From an optimization exercise on the open Yosys and OpenROAD flow, aimed at small area, a short achievable clock period and few clock cycles; shortcuts taken in it are not production practice.
In this exercise RTL edits were held to simulation tests only and were not proved equivalent to the original.
No activity file was given, so power comes from the tool's default toggle rates.

<file path="config.mk">
export PLATFORM = sky130hd
export DESIGN_NAME = alu_multicycle
export DESIGN_NICKNAME = alu_multicycle
export VERILOG_FILES = /design/flow/design.v
export SDC_FILE = /design/flow/constraint.sdc
export NUM_CORES = 4
export LEC_CHECK = 0
export CAP_MARGIN = 20
export CORE_MARGIN = 2
export CORE_UTILIZATION = 40
export SLEW_MARGIN = 20
</file>
<file path="run.sh">
#!/bin/bash
# synth_recipe.tcl (not shown) runs the flow's synth.tcl, then flattens the netlist and writes it again
# the make line also repeats each setting of config.mk as NAME=value (left out here)
make -C /OpenROAD-flow-scripts/flow DESIGN_CONFIG=/design/flow/config.mk WORK_HOME=/design/flow/orfs CLKGATE_MAP_FILE= SYNTH_SCRIPT=/design/flow/synth_recipe.tcl finish
</file>
<file path="constraint.sdc">
create_clock -name core_clock -period 8.0 [get_ports {clk}]
set_input_delay 1.6000 -clock core_clock [delete_from_list [all_inputs] [get_ports {clk}]]
set_output_delay 1.6000 -clock core_clock [all_outputs]
set_load 0.01 [all_outputs]
</file>
<file path="design.v">
module alu_multicycle #(
    parameter int WIDTH   = 32,
    parameter int SHAMT_W = 5
) (
    input  logic               clk,
    input  logic               reset,
    input  logic               start,
    input  logic [3:0]         opCode,
    input  logic [WIDTH-1:0]   in1,
    input  logic [WIDTH-1:0]   in2,
    input  logic [SHAMT_W-1:0] shiftAmt,
    output logic               ready,
    output logic               valid,
    output logic [WIDTH-1:0]   result,
    output logic [WIDTH-1:0]   hi,
    output logic [WIDTH-1:0]   lo,
    output logic               overflow,
    output logic               zero,
    output logic               divByZero
);
    localparam logic [3:0] OP_AND   = 4'b0000;
    localparam logic [3:0] OP_OR    = 4'b0001;
    localparam logic [3:0] OP_ADD   = 4'b0010;
    localparam logic [3:0] OP_SRA   = 4'b0011;
    localparam logic [3:0] OP_SLL   = 4'b0100;
    localparam logic [3:0] OP_SRL   = 4'b0101;
    localparam logic [3:0] OP_SUB   = 4'b0110;
    localparam logic [3:0] OP_SLT   = 4'b0111;
    localparam logic [3:0] OP_SLTU  = 4'b1000;
    localparam logic [3:0] OP_MULT  = 4'b1001;
    localparam logic [3:0] OP_MULTU = 4'b1010;
    localparam logic [3:0] OP_DIV   = 4'b1011;
    localparam logic [3:0] OP_NOR   = 4'b1100;
    localparam logic [3:0] OP_DIVU  = 4'b1101;
    typedef enum logic [1:0] {IDLE, MUL, DIV} state_t;
    state_t state_q, state_d;
    logic [2*WIDTH-1:0] prod_q;       
    logic [WIDTH-1:0]   opa_q;        
    logic [WIDTH-1:0]   opb_q;        
    logic               neg_q;        
    logic               rneg_q;       
    logic               dbz_q;
    logic               dovf_q;
    logic [SHAMT_W-1:0] cnt_q;
    logic [WIDTH-1:0]   result_q, hi_q, lo_q;
    logic               valid_q, ovf_q, zero_q, divbyzero_q;
    logic accept, is_mul, is_div, op_signed, last;
    logic [WIDTH-1:0] mag_a, mag_b;
    assign ready     = (state_q == IDLE);
    assign accept    = start && ready;
    assign is_mul    = (opCode == OP_MULT) || (opCode == OP_MULTU);
    assign is_div    = (opCode == OP_DIV) || (opCode == OP_DIVU);
    assign op_signed = (opCode == OP_MULT) || (opCode == OP_DIV);
    assign mag_a     = (op_signed && in1[WIDTH-1]) ? -in1 : in1;
    assign mag_b     = (op_signed && in2[WIDTH-1]) ? -in2 : in2;
    assign last      = (cnt_q == SHAMT_W'(WIDTH-1));
    logic [WIDTH-1:0] alu_res, alu_sum, alu_dif;
    logic             alu_ovf, alu_def;
    always_comb begin
        alu_res = '0;
        alu_ovf = 1'b0;
        alu_def = 1'b1;
        alu_sum = in1 + in2;
        alu_dif = in1 - in2;
        case (opCode)
            OP_AND:  alu_res = in1 & in2;
            OP_OR:   alu_res = in1 | in2;
            OP_NOR:  alu_res = ~(in1 | in2);
            OP_ADD: begin
                alu_res = alu_sum;
                alu_ovf = (in1[WIDTH-1] == in2[WIDTH-1]) &&
                          (alu_sum[WIDTH-1] != in1[WIDTH-1]);
            end
            OP_SUB: begin
                alu_res = alu_dif;
                alu_ovf = (in1[WIDTH-1] != in2[WIDTH-1]) &&
                          (alu_dif[WIDTH-1] != in1[WIDTH-1]);
            end
            OP_SLL:  alu_res = in1 << shiftAmt;
            OP_SRL:  alu_res = in1 >> shiftAmt;
            OP_SRA:  alu_res = $unsigned($signed(in1) >>> shiftAmt);
            OP_SLT:  alu_res = {{(WIDTH-1){1'b0}}, ($signed(in1) < $signed(in2))};
            OP_SLTU: alu_res = {{(WIDTH-1){1'b0}}, (in1 < in2)};
            default: alu_def = 1'b0;
        endcase
    end
    logic [WIDTH:0]     mul_sum;
    logic [2*WIDTH-1:0] mul_next, mul_final;
    assign mul_sum   = {1'b0, prod_q[2*WIDTH-1:WIDTH]} + (prod_q[0] ? {1'b0, opb_q} : '0);
    assign mul_next  = {mul_sum, prod_q[WIDTH-1:1]};
    assign mul_final = neg_q ? -mul_next : mul_next;
    logic [WIDTH:0]   div_shift, div_diff;
    logic [WIDTH-1:0] div_rem, div_quo, rem_fin, quo_fin;
    assign div_shift = {prod_q[2*WIDTH-1:WIDTH], prod_q[WIDTH-1]};
    assign div_diff  = div_shift - {1'b0, opb_q};
    assign div_rem   = div_diff[WIDTH] ? div_shift[WIDTH-1:0] : div_diff[WIDTH-1:0];
    assign div_quo   = {prod_q[WIDTH-2:0], ~div_diff[WIDTH]};
    assign rem_fin   = rneg_q ? -div_rem : div_rem;
    assign quo_fin   = neg_q ? -div_quo : div_quo;
    always_ff @(posedge clk or posedge reset) begin
        if (reset) state_q <= IDLE;
        else       state_q <= state_d;
    end
    always_comb begin
        state_d = state_q;
        case (state_q)
            IDLE: begin
                if (accept && is_mul)      state_d = MUL;
                else if (accept && is_div) state_d = DIV;
            end
            MUL, DIV: if (last) state_d = IDLE;
            default: state_d = IDLE;
        endcase
    end
    always_ff @(posedge clk or posedge reset) begin
        if (reset) begin
            prod_q      <= '0;
            opa_q       <= '0;
            opb_q       <= '0;
            neg_q       <= 1'b0;
            rneg_q      <= 1'b0;
            dbz_q       <= 1'b0;
            dovf_q      <= 1'b0;
            cnt_q       <= '0;
            result_q    <= '0;
            hi_q        <= '0;
            lo_q        <= '0;
            valid_q     <= 1'b0;
            ovf_q       <= 1'b0;
            zero_q      <= 1'b0;
            divbyzero_q <= 1'b0;
        end else begin
            valid_q <= 1'b0;
            case (state_q)
                IDLE: if (accept) begin
                    cnt_q <= '0;
                    neg_q <= op_signed && (in1[WIDTH-1] ^ in2[WIDTH-1]);
                    if (is_mul) begin
                        opb_q  <= mag_a;
                        prod_q <= {{WIDTH{1'b0}}, mag_b};
                    end else if (is_div) begin
                        opa_q  <= in1;
                        opb_q  <= mag_b;
                        prod_q <= {{WIDTH{1'b0}}, mag_a};
                        rneg_q <= op_signed && in1[WIDTH-1];
                        dbz_q  <= (in2 == '0);
                        dovf_q <= op_signed && (in1 == {1'b1, {(WIDTH-1){1'b0}}}) &&
                                  (in2 == '1);
                    end else begin
                        result_q <= alu_res;
                        zero_q   <= alu_def && (alu_res == '0);
                        ovf_q    <= alu_ovf;
                        valid_q  <= 1'b1;
                    end
                end
                MUL: begin
                    cnt_q  <= cnt_q + 1'b1;
                    prod_q <= mul_next;
                    if (last) begin
                        hi_q     <= mul_final[2*WIDTH-1:WIDTH];
                        lo_q     <= mul_final[WIDTH-1:0];
                        result_q <= mul_final[WIDTH-1:0];
                        zero_q   <= (mul_final[WIDTH-1:0] == '0);
                        ovf_q    <= 1'b0;
                        valid_q  <= 1'b1;
                    end
                end
                DIV: begin
                    cnt_q  <= cnt_q + 1'b1;
                    prod_q <= {div_rem, div_quo};
                    if (last) begin
                        if (dbz_q) begin
                            hi_q     <= opa_q;
                            lo_q     <= '1;
                            result_q <= '1;
                            zero_q   <= 1'b0;
                        end else begin
                            hi_q     <= rem_fin;
                            lo_q     <= quo_fin;
                            result_q <= quo_fin;
                            zero_q   <= (quo_fin == '0);
                        end
                        ovf_q       <= dovf_q;
                        divbyzero_q <= dbz_q;
                        valid_q     <= 1'b1;
                    end
                end
                default: ;
            endcase
        end
    end
    assign valid     = valid_q;
    assign result    = result_q;
    assign hi        = hi_q;
    assign lo        = lo_q;
    assign overflow  = ovf_q;
    assign zero      = zero_q;
    assign divByZero = divbyzero_q;
endmodule
</file>
==> impl_metrics.prom <==
# TYPE chip_impl_metric gauge
chip_impl_metric{name="detail_route.wl_per_cell",unit="um"} 29.8
chip_impl_metric{name="globalRouteOverflowTotal",unit=""} 0
chip_impl_metric{name="synth_cells",unit=""} 4120
chip_impl_info{name="grt.busiest_layer",value="met2"} 1
chip_impl_metric{name="syn_area",unit="um2"} 30200
chip_impl_metric{name="global_route.usage.met3",unit=""} 0.0677
chip_impl_metric{name="floorplan.rows",unit=""} 100
chip_impl_metric{name="syn_nets",unit=""} 4374
chip_impl_metric{name="global_route.usage.total",unit=""} 0.377
chip_impl_metric{name="timing.setup.tns",unit="ns"} 0
chip_impl_metric{name="power_dens_cells",unit="nW/um2"} 236
chip_impl_info{name="setup.worst_path.start_class",value="flip-flop"} 1
chip_impl_metric{name="postCtsHoldBufs",unit=""} 0
chip_impl_info{name="hold_path.class",value="reg2reg"} 1
chip_impl_info{name="tritoncts",value="built"} 1
chip_impl_metric{name="ys_seq_area_frac",unit=""} 0.198
chip_impl_metric{name="starting_density_of_the_core",unit=""} 0.405
chip_impl_metric{name="critPathArrivalTime",unit="ns"} 6.85
chip_impl_metric{name="initial_drc_count",unit=""} 4171
chip_impl_metric{name="post_layout_min_period",unit="ns"} 6.32
chip_impl_metric{name="worstSkewPairLatency",unit="ns"} 0.60
chip_impl_metric{name="routed_via_density",unit=""} 6.67
chip_impl_metric{name="gp_congestion",unit=""} 1.10
chip_impl_metric{name="critical_path_buf_inv_count",unit=""} 3
chip_impl_metric{name="via_count",unit=""} 33883
chip_impl_metric{name="finalCritPeriodShare",unit=""} 0.790
chip_impl_info{name="crit_path_cell_trace",value="inv_1, ha_1, inv_1, fa_1, a211oi_1, nor3_1, o21ai_1, a31oi_1, nor3_1, nor2_4, inv_2, ha_1, a21oi_1, o32ai_1, nand3_1, nor2_1, nand3b_1, or4b_1, nor4_1, nand4_1, nor4_1, o2111ai_1, o211ai_1"} 1
chip_impl_metric{name="fillCellCount",unit=""} 7777
chip_impl_metric{name="largest_net_degree_at_the_start_of_global_routing",unit=""} 88
chip_impl_metric{name="yosysWarnings",unit=""} 1
chip_impl_metric{name="finalNonFillerCells",unit=""} 5081
chip_impl_metric{name="post-dp-hpwl",unit="um"} 120000
chip_impl_metric{name="first_global_vias",unit=""} 31368
chip_impl_info{name="worst_hold_startpoint",value="lo_q[4]"} 1
chip_impl_metric{name="cts_max_level",unit=""} 1
chip_impl_metric{name="worst-slew-pin-transition",unit="ns"} 1.15
chip_impl_metric{name="static-leakage-power",unit="nW"} 13.7
chip_impl_metric{name="timing.critical_path.required",unit="ns"} 8.53
chip_impl_metric{name="met2_capacity_usage_during_global_routing",unit=""} 0.592
chip_impl_metric{name="grt_pass1_wl",unit="um"} 219000
chip_impl_metric{name="asyncSetResetFlopFracSynth",unit=""} 1.00
chip_impl_info{name="grt_setup_unrepaired",value="false"} 1
chip_impl_metric{name="initial_antenna_violation_count",unit=""} 8
chip_impl_metric{name="wirelength",unit="um"} 151000
chip_impl_metric{name="die_x",unit="um"} 279
chip_impl_metric{name="max-vdd-ir-drop",unit="mV"} 0.173
chip_impl_metric{name="ios",unit=""} 177
chip_impl_info{name="setup.worst_path.end_class",value="flip-flop"} 1
chip_impl_metric{name="placedCellCount",unit=""} 5031
chip_impl_metric{name="placeable_core_region",unit="um2"} 74600
chip_impl_metric{name="clockBufferDepth",unit=""} 3
chip_impl_metric{name="syn_area_per_cell",unit="um2"} 7.33
chip_impl_metric{name="fp.dieH",unit="um"} 279
chip_impl_info{name="clk_root_buffer_cell",value="sky130_fd_sc_hd__clkbuf_16"} 1
chip_impl_metric{name="synthDistinctLibCells",unit=""} 108
chip_impl_metric{name="port_buffers",unit=""} 176
chip_impl_info{name="setup.worst_path.start",value="prod_q[31]"} 1
chip_impl_metric{name="synth_seq_cells",unit=""} 239
chip_impl_metric{name="worst_setup_hold_path_clk_slew",unit="ns"} 0.06
chip_impl_metric{name="relSlewSlack",unit=""} 0.213
chip_impl_info{name="synth-main-ff-cell",value="sky130_fd_sc_hd__dfrtp_1"} 1
chip_impl_metric{name="worst-path-max-fanout",unit=""} 6
chip_impl_metric{name="final_net_count",unit=""} 4348
chip_impl_info{name="r2r_start",value="prod_q[31]"} 1
chip_impl_metric{name="final_layout_size_suffix_gt1_frac",unit=""} 0.0727
chip_impl_metric{name="area.growth.synth_to_final",unit="%"} 11.2
chip_impl_metric{name="fp.dieArea",unit="um2"} 77800
chip_impl_metric{name="global_route.usage.met1",unit=""} 0.490
chip_impl_metric{name="drc_errors",unit=""} 0
chip_impl_info{name="library_cell_contributing_the_largest_single_delay_on_the_critical_path",value="sky130_fd_sc_hd__nor3_1"} 1
chip_impl_metric{name="finalSetupViolations",unit=""} 0
chip_impl_info{name="status",value="no timing/DRC/antenna violations"} 1
chip_impl_metric{name="post-cts-setup-buffer-count",unit=""} 0
chip_impl_metric{name="synth-edff-count",unit=""} 0
chip_impl_metric{name="max_stage_delay",unit="ns"} 0.78
chip_impl_metric{name="final_slew_viol_count",unit=""} 0
chip_impl_metric{name="final_antenna_net_count",unit=""} 0
chip_impl_metric{name="cts_num_sinks",unit=""} 239
chip_impl_metric{name="final-hold-violation-count",unit=""} 0
chip_impl_metric{name="drv.max_cap_violation_count",unit=""} 0
chip_impl_info{name="critical-path-top-delay-family",value="simple AND/OR/NAND/NOR gates"} 1
chip_impl_metric{name="cts_inserted_buffers",unit=""} 30
chip_impl_metric{name="skew",unit="ns"} 0.0148
chip_impl_metric{name="drt_first_pass_iters",unit=""} 6
chip_impl_metric{name="timing.fmax",unit="GHz"} 0.158
chip_impl_metric{name="post_cts_resize_count",unit=""} 0
chip_impl_info{name="critPathKind",value="reg2reg"} 1
[registers in the layout, summed over array words and instances, names as in the netlist]
signal,cells
cnt_q,5
dovf_q,1
rneg_q,1
ovf_q,1
valid_q,1
result_q,32
lo_q,32
opb_q,32
state_q,2
opa_q,32
divbyzero_q,1
neg_q,1
prod_q,64
dbz_q,1
hi_q,32
zero_q,1
[cell usage in the layout, fill, tap and decap left out, types with 25 or more instances in the layout]
master,instances
sky130_fd_sc_hd__nand4_1,43
sky130_fd_sc_hd__or3_1,40
sky130_fd_sc_hd__mux4_2,60
sky130_fd_sc_hd__and3_1,32
sky130_fd_sc_hd__nand3_1,76
sky130_fd_sc_hd__nor3_1,94
sky130_fd_sc_hd__nand2_1,541
sky130_fd_sc_hd__xor2_1,53
sky130_fd_sc_hd__o211ai_1,47
sky130_fd_sc_hd__nor2b_1,29
sky130_fd_sc_hd__nor4_1,42
sky130_fd_sc_hd__o31ai_1,55
sky130_fd_sc_hd__a31oi_1,50
sky130_fd_sc_hd__a22oi_1,60
sky130_fd_sc_hd__inv_1,168
sky130_fd_sc_hd__clkbuf_16,30
sky130_fd_sc_hd__ha_1,171
sky130_fd_sc_hd__a211oi_1,50
sky130_fd_sc_hd__a221oi_1,34
sky130_fd_sc_hd__nor2_1,382
sky130_fd_sc_hd__clkdlybuf4s50_1,172
sky130_fd_sc_hd__and2_1,25
sky130_fd_sc_hd__a21o_1,51
sky130_fd_sc_hd__o21ai_0,420
sky130_fd_sc_hd__o22ai_1,63
sky130_fd_sc_hd__mux2i_1,61
sky130_fd_sc_hd__buf_4,97
sky130_fd_sc_hd__a21oi_1,261
sky130_fd_sc_hd__xnor2_1,189
sky130_fd_sc_hd__dfrtp_1,238
sky130_fd_sc_hd__a221o_1,49
[area by class of cell]
class	count	area [um2]	area share
diodes	2	5.00	0.000149
clock buffers	34	786	0.0234
clock inverters	14	166	0.00495
inverters	174	657	0.0196
multi-input cells	3377	22300	0.664
flip-flops and latches	239	5980	0.178
well taps	969	1210	0.0361
repair buffers	272	2480	0.0738
[routing by layer]
| metal | share of wire | routed length, um |
|---|---|---|
| met2 | 0.44 | 66600 |
| met1 | 0.40 | 60600 |
| met4 | 0.065 | 9770 |
| met3 | 0.095 | 14500 |
| met5 | 0.00034 | 52 |
[synth_stat cells, drive strengths merged (29+ instances only)]
cell | number | area [um2]
o21ai | 430 | 2150
a21o | 53 | 400
o211ai | 47 | 353
or3 | 43 | 277
clkbuf | 274 | 1110
nor2b | 29 | 181
and3 | 34 | 215
o31ai | 56 | 425
a31oi | 50 | 313
xnor2 | 189 | 1660
dfrtp | 239 | 5980
a211oi | 50 | 375
a221oi | 34 | 298
nand3 | 78 | 395
a22oi | 60 | 450
xor2 | 53 | 464
nand4 | 44 | 282
buf | 56 | 269
ha | 174 | 2180
nor4 | 46 | 324
o22ai | 63 | 394
nor3 | 97 | 495
a221o | 50 | 502
nand2 | 543 | 2040
mux4 | 60 | 1350
inv | 172 | 646
mux2i | 61 | 611
a21oi | 261 | 1310
nor2 | 387 | 1460
[cells by family after synthesis]
group                      count (synthesis)  synth area share
buffers and inverters                    504            0.0673
and+or+nand+nor                         1438             0.222
DFF                                      239             0.198
xor gates and xnor gates                 242            0.0701
adders and majority gates                178            0.0747
AOI/OAI and AO/OA                       1387             0.299
muxes                                    132            0.0690
[tightest hold or removal path, stage by stage (launching register included)]
cell                      delay, ns
sky130_fd_sc_hd__dfrtp_1       0.34
sky130_fd_sc_hd__nand2_1       0.05
sky130_fd_sc_hd__nand2_1       0.05
[path summary, 6_finish.rpt]
kind	end	slack (ns)	cells after the start
max	zero_q	1.68	23
min	lo_q[4]	0.47	2
max reg2reg	zero_q	1.68	23
min reg2reg	lo_q[4]	0.47	2
max in group asynchronous	lo_q[26]	4.94	4
min in group asynchronous	prod_q[42]	1.62	3
[power breakdown]
| part | leakage (nW) | internal, W | total [W] | switching [W] |
|---|---|---|---|---|
| Sequential | 3.14 | 0.00152 | 0.00197 | 0.000443 |
| Combinational | 10.1 | 0.00152 | 0.00458 | 0.00306 |
| Clock | 0.472 | 0.000793 | 0.00137 | 0.000573 |
[stage by stage]
stage               total power [W]  instance area, um2  setup WS, ns  utilization  hold WS (ns)
floorplan                   0.00470               30200          2.46            -         0.443
global placement            0.00639               32600          1.41        0.438         0.450
detailed placement          0.00639               32600          1.34        0.438         0.459
CTS                         0.00777               33600          1.85        0.450         0.473
global route                0.00830               33600          1.42        0.450         0.491
finish                      0.00792               33600          1.68        0.450         0.467
Testbench counts, summed over its fixed seeds: cycles 40,264.

## what the ideal ports hide
No port has a modelled driver above. Below, the same layout with a new extraction and two added sets of constraints. Step 1 sets driving cells, clkbuf_16 on the clock port and buf_2 on the other inputs (assumed; they add their load-dependent delay and slew). Step 2 times the ports against the registers' clock, not the clock port: input delays grow and output delays shrink by t, the midpoint of the rising clock arrivals with the driver on. a / b / c = ideal ports / drivers / drivers and shift; a / b = the first two.
shift t [ns]: 0.661
setup slack, ns: 1.680 / 1.680 / 1.180
clock arrival spread, ns: 0.015 / 0.015
slew at the worst register clock pin (ns): 0.06 / 0.06
pins driven straight from the clock port: 1
After both steps setup and hold are still met in this run. The setup slack of this run moves by 0.000 ns with the drivers and by -0.500 ns with both steps.
